Background: an optimization exercise with open tools, aiming at small area, a short achievable clock period and few clock cycles per item. Do not read the settings as production practice. Only simulation tests tie the RTL to the original design; equivalence was not proved.

Setup of job 101:
Design keyExpansionTop, start of the top module:
module keyExpansionTop (
	input logic clock,
	input logic reset,
	input logic start,
	input aesKeyPkg::aesKey128 cipherKey,
	output aesKeyPkg::expandedKey keyExp,
	output logic keyExpDone
);
Size in the first run: roughly 4000 cells after synthesis.
clock: 10.0 ns
lec_check: 0
cap_margin: 20
core_area: 2 2 428 428
die_area: 0 0 430 430
setup_slack_margin: 5
slew_margin: 20
standard.sh (not shown) runs the stock make flow with config.mk's settings and CLKGATE_MAP_FILE= SYNTH_SCRIPT=/design/flow/synth_recipe.tcl, a recipe that flattens the netlist after the stock synthesis.
==> flow/flow/run.sh <==
#!/bin/bash
# The standard layout, with the smallest buffer on every input and output
# port instead of the one buffer_ports picks by default, and gate sizing
# free to change a cell's footprint.
set -euo pipefail
bash standard.sh "BUFFER_PORTS_ARGS=-buffer_cell sky130_fd_sc_hd__buf_1" MATCH_CELL_FOOTPRINT=0  finish > standard_flow.log 2>&1
Testbench counts of job 101, summed over its fixed seeds: cycles 8,800, keys 800.
Edits applied to the flow inputs when going from job 101 to job 102:
Settings: CORE_AREA changed from 2 2 428 428 to 2 2 458 458; DIE_AREA changed from 0 0 430 430 to 0 0 460 460; SETUP_SLACK_MARGIN removed (was 5).
--- a/flow/flow/run.sh
+++ b/flow/flow/run.sh
@@ -4,3 +4,3 @@
 # free to change a cell's footprint.
 set -euo pipefail
-bash standard.sh "BUFFER_PORTS_ARGS=-buffer_cell sky130_fd_sc_hd__buf_1" MATCH_CELL_FOOTPRINT=0  finish > standard_flow.log 2>&1
+bash standard.sh "BUFFER_PORTS_ARGS=-buffer_cell sky130_fd_sc_hd__buf_1" MATCH_CELL_FOOTPRINT=0 SETUP_SLACK_MARGIN=6 finish > standard_flow.log 2>&1
## What came out
- Job 102 did not stop at any stage, and its layout met the timing, DRC and antenna checks.
- Relative to job 101, cell area increased by 43% in job 102.
- Taking job 101 as the reference, in job 102 die area climbed 27000 µm²; die extent in y climbed about 7%.
- In the metrics for job 102 and job 101, the one carrying the lower weighted congestion at the end of routability-driven global placement is job 102.
- [compare] base=job 101 new=job 102: pin count of the biggest net entering global routing shrank by 21%; first-iteration DRC count grew by about 17%.
- Job 102 vs. job 101: sequential share of layout area went down by 8.4 points.
Input changes introduced in job 103 (baseline for comparison: job 102):
Settings: putting ABC_AREA at 1 where nothing was set; putting SETUP_SLACK_MARGIN at 5 where nothing was set.
==> flow/flow/run.sh <==
#!/bin/bash
# The standard layout, with the smallest buffer on every input and output
# port instead of the one buffer_ports picks by default, and gate sizing
# free to change a cell's footprint.
set -euo pipefail
bash standard.sh "BUFFER_PORTS_ARGS=-buffer_cell sky130_fd_sc_hd__buf_1" MATCH_CELL_FOOTPRINT=0  finish > standard_flow.log 2>&1
==> notes.md <==
- [job 103 vs job 102] via count of the routed design: lower in job 103
- Taking job 102 as the reference, in job 103 instance area at placement saw a decrease; global routing met3 resource utilization went up 6.1 points; total wirelength of the detailed-routed design decreased about 6%; fraction of area in multi-input gates increased by 2.1 points relative to the old numbers; final standard cell utilization of the core now sits lower.

---

keyExpansionTop, a different RTL version from the one above (not shown whole).
Size: about 7500 cells after synthesis, about 1500 I/O pins, about 0.051 mm2 of cells after synthesis.
## keyExpansionTop
module keyExpansionTop (
	input logic clock,
	input logic reset,
	input logic start,
	input aesKeyPkg::aesKey128 cipherKey,
	output aesKeyPkg::expandedKey keyExp,
	output logic keyExpDone
);
==> flow/config.mk <==
export PLATFORM = sky130hd
export DESIGN_NAME = keyExpansionTop
export DESIGN_NICKNAME = keyExpansionTop
export VERILOG_FILES = /design/flow/design.v
export SDC_FILE = /design/flow/constraint.sdc
export NUM_CORES = 4
export LEC_CHECK = 0
export ABC_AREA = 1
export CAP_MARGIN = 20
export CORE_AREA = 2 2 458 458
export DIE_AREA = 0 0 460 460
export PLACE_DENSITY = 0.75
export SLEW_MARGIN = 20
==> flow/constraint.sdc <==
create_clock -name core_clock -period 10.0 [get_ports {clock}]
set_input_delay 2.0000 -clock core_clock [delete_from_list [all_inputs] [get_ports {clock}]]
set_output_delay 2.0000 -clock core_clock [all_outputs]
set_load 0.01 [all_outputs]
==> flow/flow/run.sh <==
#!/bin/bash
# The standard layout (standard.sh), with these changes to how it is made:
# - the smallest buffer (buf_1) on every input and output port, in place of
#   the one buffer_ports picks by default;
# - gate sizing free to change a cell's footprint;
# - timing repair aimed at a setup slack of 5.6 ns (a shorter period);
set -euo pipefail
bash standard.sh "BUFFER_PORTS_ARGS=-buffer_cell sky130_fd_sc_hd__buf_1" MATCH_CELL_FOOTPRINT=0 SETUP_SLACK_MARGIN=5.6 "IO_CONSTRAINTS=$(pwd)/flow/pins.tcl" "PLACE_PINS_ARGS=-min_distance 1 -min_distance_in_tracks" finish > standard_flow.log 2>&1
Other scripts of this flow, unchanged in this note and not shown: flow/flow/pins.tcl
Testbench counts at the start, summed over its fixed seeds: cycles 4,800, keys 800.
Then changed:
==> flow/flow/run.sh (replaced) <==
#!/bin/bash
# The standard layout, with the smallest buffer on every input and output
# port instead of the one buffer_ports picks by default, and gate sizing
# free to change a cell's footprint.
set -euo pipefail
bash standard.sh "BUFFER_PORTS_ARGS=-buffer_cell sky130_fd_sc_hd__buf_1" MATCH_CELL_FOOTPRINT=0 SETUP_SLACK_MARGIN=5.6 "IO_CONSTRAINTS=$(pwd)/flow/pins.tcl" "PLACE_PINS_ARGS=-min_distance 1 -min_distance_in_tracks" finish > standard_flow.log 2>&1
Outcome: Final cell count stays the same. Utilization is unchanged. Design area is unchanged. Sequential share of layout area stays the same. Clock skew is unchanged.

---

Setup of v19:
Another version of the RTL of keyExpansionTop (not shown whole).
Size: roughly 450 flip-flops, ~0.050 mm² of cells after synthesis.
clock: 10.0 ns
lec_check: 0
abc_area: 1
cap_margin: 20
core_area: 2 2 458 458
die_area: 0 0 460 460
slew_margin: 20
==> flow/flow/run.sh <==
#!/bin/bash
# The standard layout, with the smallest buffer on every input and output
# port instead of the one buffer_ports picks by default, and gate sizing
# free to change a cell's footprint.
set -euo pipefail
bash standard.sh "BUFFER_PORTS_ARGS=-buffer_cell sky130_fd_sc_hd__buf_1" MATCH_CELL_FOOTPRINT=0 SETUP_SLACK_MARGIN=5.0 "IO_CONSTRAINTS=$(pwd)/flow/pins.tcl" "PLACE_PINS_ARGS=-min_distance 1 -min_distance_in_tracks" finish > standard_flow.log 2>&1
Other scripts of this flow, unchanged in this note and not shown: flow/flow/pins.tcl
v19 did not stop at any stage, and its layout met the timing, DRC and antenna checks.
Testbench counts of v19, summed over its fixed seeds: cycles 4,800, keys 800.
The inputs of v41 differ from those of v19 as listed below.
==> flow/flow/run.sh <==
#!/bin/bash
# The standard layout, with the smallest buffer on every input and output
# port instead of the one buffer_ports picks by default, and gate sizing
# free to change a cell's footprint.
set -euo pipefail
bash standard.sh "BUFFER_PORTS_ARGS=-buffer_cell sky130_fd_sc_hd__buf_1" MATCH_CELL_FOOTPRINT=0 SETUP_SLACK_MARGIN=5.8 "IO_CONSTRAINTS=$(pwd)/flow/pins.tcl" "PLACE_PINS_ARGS=-min_distance 1 -min_distance_in_tracks" finish > standard_flow.log 2>&1
==> notes.md <==
- Delta (v41 minus v19): hold-critical path depth went up, number of vias per cell after detailed routing went up about 1.5%.
- Per the comparison of v41 with v19, slew of the pin with the lowest slew margin climbed 0.078 ns, max-slew headroom at the worst pin dropped 5.7 points.
## Diff of input files: v18 against v41
Settings: PLACE_DENSITY now 0.75, previously not set.
==> flow/flow/run.sh <==
#!/bin/bash
# The standard layout, with the smallest buffer on every input and output
# port instead of the one buffer_ports picks by default, and gate sizing
# free to change a cell's footprint.
set -euo pipefail
bash standard.sh "BUFFER_PORTS_ARGS=-buffer_cell sky130_fd_sc_hd__buf_1" MATCH_CELL_FOOTPRINT=0 SETUP_SLACK_MARGIN=5.4 "IO_CONSTRAINTS=$(pwd)/flow/pins.tcl" "PLACE_PINS_ARGS=-min_distance 1 -min_distance_in_tracks" finish > standard_flow.log 2>&1
==> comparison <==
- v41 ended with every stage complete and zero timing, DRC or antenna violations.
- Per the final summary, v18 finished and its layout is clean on timing, DRC and antenna.
- | cell total after placement | v18 vs v41 | ≈ equal |
- v18 vs v41, critical path class: register to primary output vs register to register
- From v41 to v18 the numbers moved as follows: initial detailed-routing violation count shrank by 211.
- Compared with v41, in v18 fmax down 19 MHz; global-route usage down 0.95 points.
- Of v18 and v41, the lower worst clock skew belongs to v41.
#### Input delta (v59 over v18)
Settings: removing PLACE_DENSITY (formerly 0.75).
Notes after the runs:
- v59 ends up with a routability congestion estimate that is 0.020 higher than in v18.
- NOTE per-cell via count in the routed design v18->v59 decreased slightly
- Per the comparison of v59 with v18, first-pass GRT wire length dropped 4.1 mm, wire length fell 2.1%, via count of the first global-routing pass was more or less identical, met2 wire length lost 2.1 mm.
- Kind of critical path = register to primary output: v18; kind of critical path = register to register: v59
- The sequential share of layout area was comparable across v59 and v18.
- As far as number of buffers outside the clock class in the layout is concerned, v59 and v18 perform about the same.

---

The RTL this note starts from:
==> flow/design.v <==
package aesKeyPkg;
	typedef logic [31:0] word32;  
	typedef logic [127:0] aesKey128;  
	typedef logic [1407:0] expandedKey;  
	typedef logic [3:0] roundIndex;
	typedef logic [7:0] rconByte;
	localparam roundIndex numRounds = 4'd10;
	localparam int numWords = 14;
endpackage
`timescale 1ns/1ps
module sboxLookup(input [31:0] inWord, output [31:0] outWord);
  localparam [2047:0] SBOX = {
		128'h637c777bf26b6fc53001672bfed7ab76, 128'hca82c97dfa5947f0add4a2af9ca472c0,
		128'hb7fd9326363ff7cc34a5e5f171d83115, 128'h04c723c31896059a071280e2eb27b275,
		128'h09832c1a1b6e5aa0523bd6b329e32f84, 128'h53d100ed20fcb15b6acbbe394a4c58cf,
		128'hd0efaafb434d338545f9027f503c9fa8, 128'h51a3408f929d38f5bcb6da2110fff3d2,
		128'hcd0c13ec5f974417c4a77e3d645d1973, 128'h60814fdc222a908846eeb814de5e0bdb,
		128'he0323a0a4906245cc2d3ac629195e479, 128'he7c8376d8dd54ea96c56f4ea657aae08,
		128'hba78252e1ca6b4c6e8dd741f4bbd8b8a, 128'h703eb5664803f60e613557b986c11d9e,
		128'he1f8981169d98e949b1e87e9ce5528df, 128'h8ca1890dbfe6426841992d0fb054bb16};
  genvar b;
  generate for (b=0;b<4;b=b+1) begin : g
    wire [7:0] x = inWord[8*b +: 8];
    assign outWord[8*b +: 8] = SBOX[2047 - 8*x -: 8];
  end endgenerate
endmodule
`timescale 1ns/1ps
module keyLoader (
	input logic [3:0][31:0] words,  
	input logic [3:0] round,  
	input aesKeyPkg::rconByte rcon,
	output aesKeyPkg::word32 prevWord  
);
	aesKeyPkg::word32 fix;
	always_comb
	begin
		case (round)
			4'd1: fix = words[0] ^ words[1] ^ words[2];  
			4'd2: fix = words[1];  
			4'd3: fix = words[2];  
			default: fix = '0;
		endcase
	end
	assign prevWord = words[3] ^ fix ^ {rcon, 24'h000000};
endmodule
`timescale 1ns/1ps
module roundKeyGenerator (
	input logic clock,
	input logic reset,
	input logic start,
	output logic shift,  
	output logic [3:0] round,  
	output aesKeyPkg::rconByte rcon,  
	output logic done
);
	logic running;
	aesKeyPkg::roundIndex count;  
	always_ff @(posedge clock)
	begin
		if (reset)
		begin
			running <= 1'b0;
			done <= 1'b0;
		end
		else if (start)
		begin
			running <= 1'b1;
			done <= 1'b0;
		end
		else if (running && count == aesKeyPkg::numRounds)
		begin
			running <= 1'b0;
			done <= 1'b1;
		end
	end
	always_ff @(posedge clock)
	begin
		if (start)
			count <= 4'd1;
		else if (running)
			count <= count + 4'd1;
	end
	always_comb
	begin
		case (count)
			4'd1: rcon = 8'h01;
			4'd2: rcon = 8'h02;
			4'd3: rcon = 8'h04;
			4'd4: rcon = 8'h08;
			4'd5: rcon = 8'h10;
			4'd6: rcon = 8'h20;
			4'd7: rcon = 8'h40;
			4'd8: rcon = 8'h80;
			4'd9: rcon = 8'h1b;
			4'd10: rcon = 8'h36;
			default: rcon = 8'h00;
		endcase
	end
	assign shift = running;
	assign round = count;
endmodule
`timescale 1ns/1ps
module keyScheduleStore (
	input logic clock,
	input logic start,
	input logic shift,
	input logic [3:0][31:0] loadWords,
	input aesKeyPkg::word32 nextWord,
	output logic [13:0][31:0] words
);
	always_ff @(posedge clock)
	begin
		if (start)
			words[3:0] <= loadWords;
		else if (shift)
			words[3:0] <= {words[2:0], nextWord};
	end
	always_ff @(posedge clock)
	begin
		if (shift)
			words[13:4] <= words[12:3];
	end
endmodule
`timescale 1ns/1ps
module keyExpansionTop (
	input logic clock,
	input logic reset,
	input logic start,
	input aesKeyPkg::aesKey128 cipherKey,
	output aesKeyPkg::expandedKey keyExp,
	output logic keyExpDone
);
	logic [13:0][31:0] words;  
	aesKeyPkg::word32 subWord;
	aesKeyPkg::word32 prevWord;
	aesKeyPkg::word32 nextWord;
	aesKeyPkg::rconByte rcon;
	logic [3:0] round;
	logic shift;
	roundKeyGenerator control (
		.clock(clock),
		.reset(reset),
		.start(start),
		.shift(shift),
		.round(round),
		.rcon(rcon),
		.done(keyExpDone)
	);
	keyLoader tap (
		.words(words[3:0]),
		.round(round),
		.rcon(rcon),
		.prevWord(prevWord)
	);
	sboxLookup sbox (
		.inWord({words[0][23:0], words[0][31:24]}),
		.outWord(subWord)
	);
	assign nextWord = prevWord ^ subWord;
	keyScheduleStore store (
		.clock(clock),
		.start(start),
		.shift(shift),
		.loadWords(cipherKey),  
		.nextWord(nextWord),
		.words(words)
	);
	aesKeyPkg::word32 a [0:10];
	aesKeyPkg::word32 b [0:10];
	aesKeyPkg::word32 c [0:10];
	aesKeyPkg::word32 d [0:10];
	assign d[0] = words[10];
	assign c[0] = words[11];
	assign b[0] = words[12];
	assign a[0] = words[13];
	assign d[1] = words[9];
	assign c[1] = d[1] ^ d[0];
	assign b[1] = c[1] ^ c[0];
	assign a[1] = c[1] ^ (b[0] ^ c[0]);
	for (genvar r = 2; r <= 10; r++)
	begin : g_round
		assign d[r] = words[10 - r];
		assign c[r] = d[r] ^ d[r - 1];
		assign b[r] = d[r] ^ d[r - 2];
		assign a[r] = c[r] ^ c[r - 2];
	end
	for (genvar r = 0; r <= 10; r++)
	begin : g_out
		assign keyExp[1407 - 128 * r -: 128] = {a[r], b[r], c[r], d[r]};
	end
endmodule
clock: 10.0 ns
lec_check: 0
abc_area: 1
cap_margin: 20
core_area: 2 2 458 458
cts_buf_list: sky130_fd_sc_hd__clkbuf_8
cts_cluster_diameter: 80
cts_cluster_size: 30
die_area: 0 0 460 460
setup_slack_margin: 5
slew_margin: 20
==> flow/flow/run.sh <==
#!/bin/bash
# The standard layout, with the smallest buffer on every input and output
# port instead of the one buffer_ports picks by default, and gate sizing
# free to change a cell's footprint.
set -euo pipefail
bash standard.sh "BUFFER_PORTS_ARGS=-buffer_cell sky130_fd_sc_hd__buf_1" MATCH_CELL_FOOTPRINT=0 "IO_CONSTRAINTS=$(pwd)/flow/pins.tcl" "PLACE_PINS_ARGS=-min_distance 1 -min_distance_in_tracks" finish > standard_flow.log 2>&1
Other scripts of this flow, unchanged in this note and not shown: flow/flow/pins.tcl
The baseline ran to the end with no violations.
Testbench counts at the start, summed over its fixed seeds: cycles 8,800, keys 800.
Next try:
==> flow/flow/run.sh (replaced) <==
#!/bin/bash
# The standard layout, with the smallest buffer on every input and output
# port instead of the one buffer_ports picks by default, and gate sizing
# free to change a cell's footprint.
set -euo pipefail
bash standard.sh "BUFFER_PORTS_ARGS=-buffer_cell sky130_fd_sc_hd__buf_1" MATCH_CELL_FOOTPRINT=0 "IO_CONSTRAINTS=$(pwd)/flow/pins.tcl" finish > standard_flow.log 2>&1
--- a/flow/config.mk
+++ b/flow/config.mk
@@ -9,7 +9,4 @@
 export CAP_MARGIN = 20
 export CORE_AREA = 2 2 458 458
-export CTS_BUF_LIST = sky130_fd_sc_hd__clkbuf_8
-export CTS_CLUSTER_DIAMETER = 80
-export CTS_CLUSTER_SIZE = 30
 export DIE_AREA = 0 0 460 460
 export SETUP_SLACK_MARGIN = 5
Outcome: The new run aborted during 3_2_place_iop, error PPL-0111. Synthesized cell count does not change. Area after synthesis stays the same.
Next try:
==> flow/flow/run.sh (replaced) <==
#!/bin/bash
# The standard layout, with the smallest buffer on every input and output
# port instead of the one buffer_ports picks by default, and gate sizing
# free to change a cell's footprint.
set -euo pipefail
bash standard.sh "BUFFER_PORTS_ARGS=-buffer_cell sky130_fd_sc_hd__buf_1" MATCH_CELL_FOOTPRINT=0 "IO_CONSTRAINTS=$(pwd)/flow/pins.tcl" "PLACE_PINS_ARGS=-min_distance 1 -min_distance_in_tracks" finish > standard_flow.log 2>&1
This time the run completed with no timing, DRC or antenna violations.
Synthesized cell count does not change.
Area after synthesis stays the same.
Next try:
==> flow/flow/run.sh (replaced) <==
#!/bin/bash
# The standard layout, with the smallest buffer on every input and output
# port instead of the one buffer_ports picks by default, and gate sizing
# free to change a cell's footprint.
set -euo pipefail
bash standard.sh "BUFFER_PORTS_ARGS=-buffer_cell sky130_fd_sc_hd__buf_1" MATCH_CELL_FOOTPRINT=0 SETUP_SLACK_MARGIN=5.6 "IO_CONSTRAINTS=$(pwd)/flow/pins.tcl" "PLACE_PINS_ARGS=-min_distance 1 -min_distance_in_tracks" finish > standard_flow.log 2>&1
--- a/flow/config.mk
+++ b/flow/config.mk
@@ -9,5 +9,5 @@
 export CAP_MARGIN = 20
 export CORE_AREA = 2 2 458 458
+export CTS_BUF_LIST = sky130_fd_sc_hd__clkbuf_8
 export DIE_AREA = 0 0 460 460
-export SETUP_SLACK_MARGIN = 5
 export SLEW_MARGIN = 20
After rerunning: The new run ran to the end with no violations. Global-route usage climbs by 0.32 points. Register-to-register slack gets worse by 0.14 ns. Worst hold slack gets worse by 0.010 ns. Core utilization climbs by 0.31 points. Worst setup slack gets better by 0.43 ns. Design area climbs by 1.3%. Non-clock buffer count climbs by 26.

port drivers added, routing unchanged:
The flow's constraints put no driver on any port. The routed layouts listed below were extracted and timed again, unchanged, in two steps.
Step 1, drivers: a clkbuf_16 drives clock and a buf_2 each remaining input, both assumed.
Step 2, shift: input delay + t, output delay - t, t = (earliest + latest rising clock arrival at the registers) / 2. This alone moves slack from input paths to output paths.
Three values: ideal ports, drivers, drivers and shift; two values: the first two.
run | shift t [ns] | setup slack, ns | worst setup path at the end | clock arrival spread, ns | worst slew at a driven data input, ns
job 101 | 0.770 | 4.910 / 4.818 / 5.097 | register to register | 0.050 / 0.051 | 0.20
job 102 | 0.793 | 5.743 / 5.650 / 5.400 | input to register | 0.047 / 0.047 | 0.25
job 103 | 0.799 | 4.950 / 4.849 / 5.473 | input to register | 0.040 / 0.040 | 0.23
the first run of note 2 | 0.792 | 5.655 / 5.596 / 5.228 | input to register | 0.027 / 0.027 | 0.28
the second run of note 2 | 0.792 | 5.655 / 5.596 / 5.228 | input to register | 0.027 / 0.027 | 0.28
v19 | 0.771 | 5.163 / 5.163 / 5.021 | input to register | 0.045 / 0.044 | 0.14
v41 | 0.768 | 5.825 / 5.794 / 5.460 | input to register | 0.029 / 0.030 | 0.21
v18 | 0.770 | 5.475 / 5.408 / 4.900 | input to register | 0.041 / 0.041 | 0.12
v59 | 0.777 | 5.483 / 5.483 / 5.003 | input to register | 0.042 / 0.042 | 0.14
the first run of note 4 | 0.824 | 5.200 / 5.127 / 5.731 | input to register | 0.077 / 0.077 | 0.10
the third run of note 4 | 0.752 | 5.291 / 5.215 / 5.708 | input to register | 0.042 / 0.042 | 0.11
the fourth run of note 4 | 0.869 | 5.725 / 5.655 / 5.530 | input to register | 0.063 / 0.063 | 0.13
After both steps every run listed still meets setup and hold. For v18, which loses most, drivers alone change the setup slack by -0.067 ns; drivers and shift together by -0.575 ns.
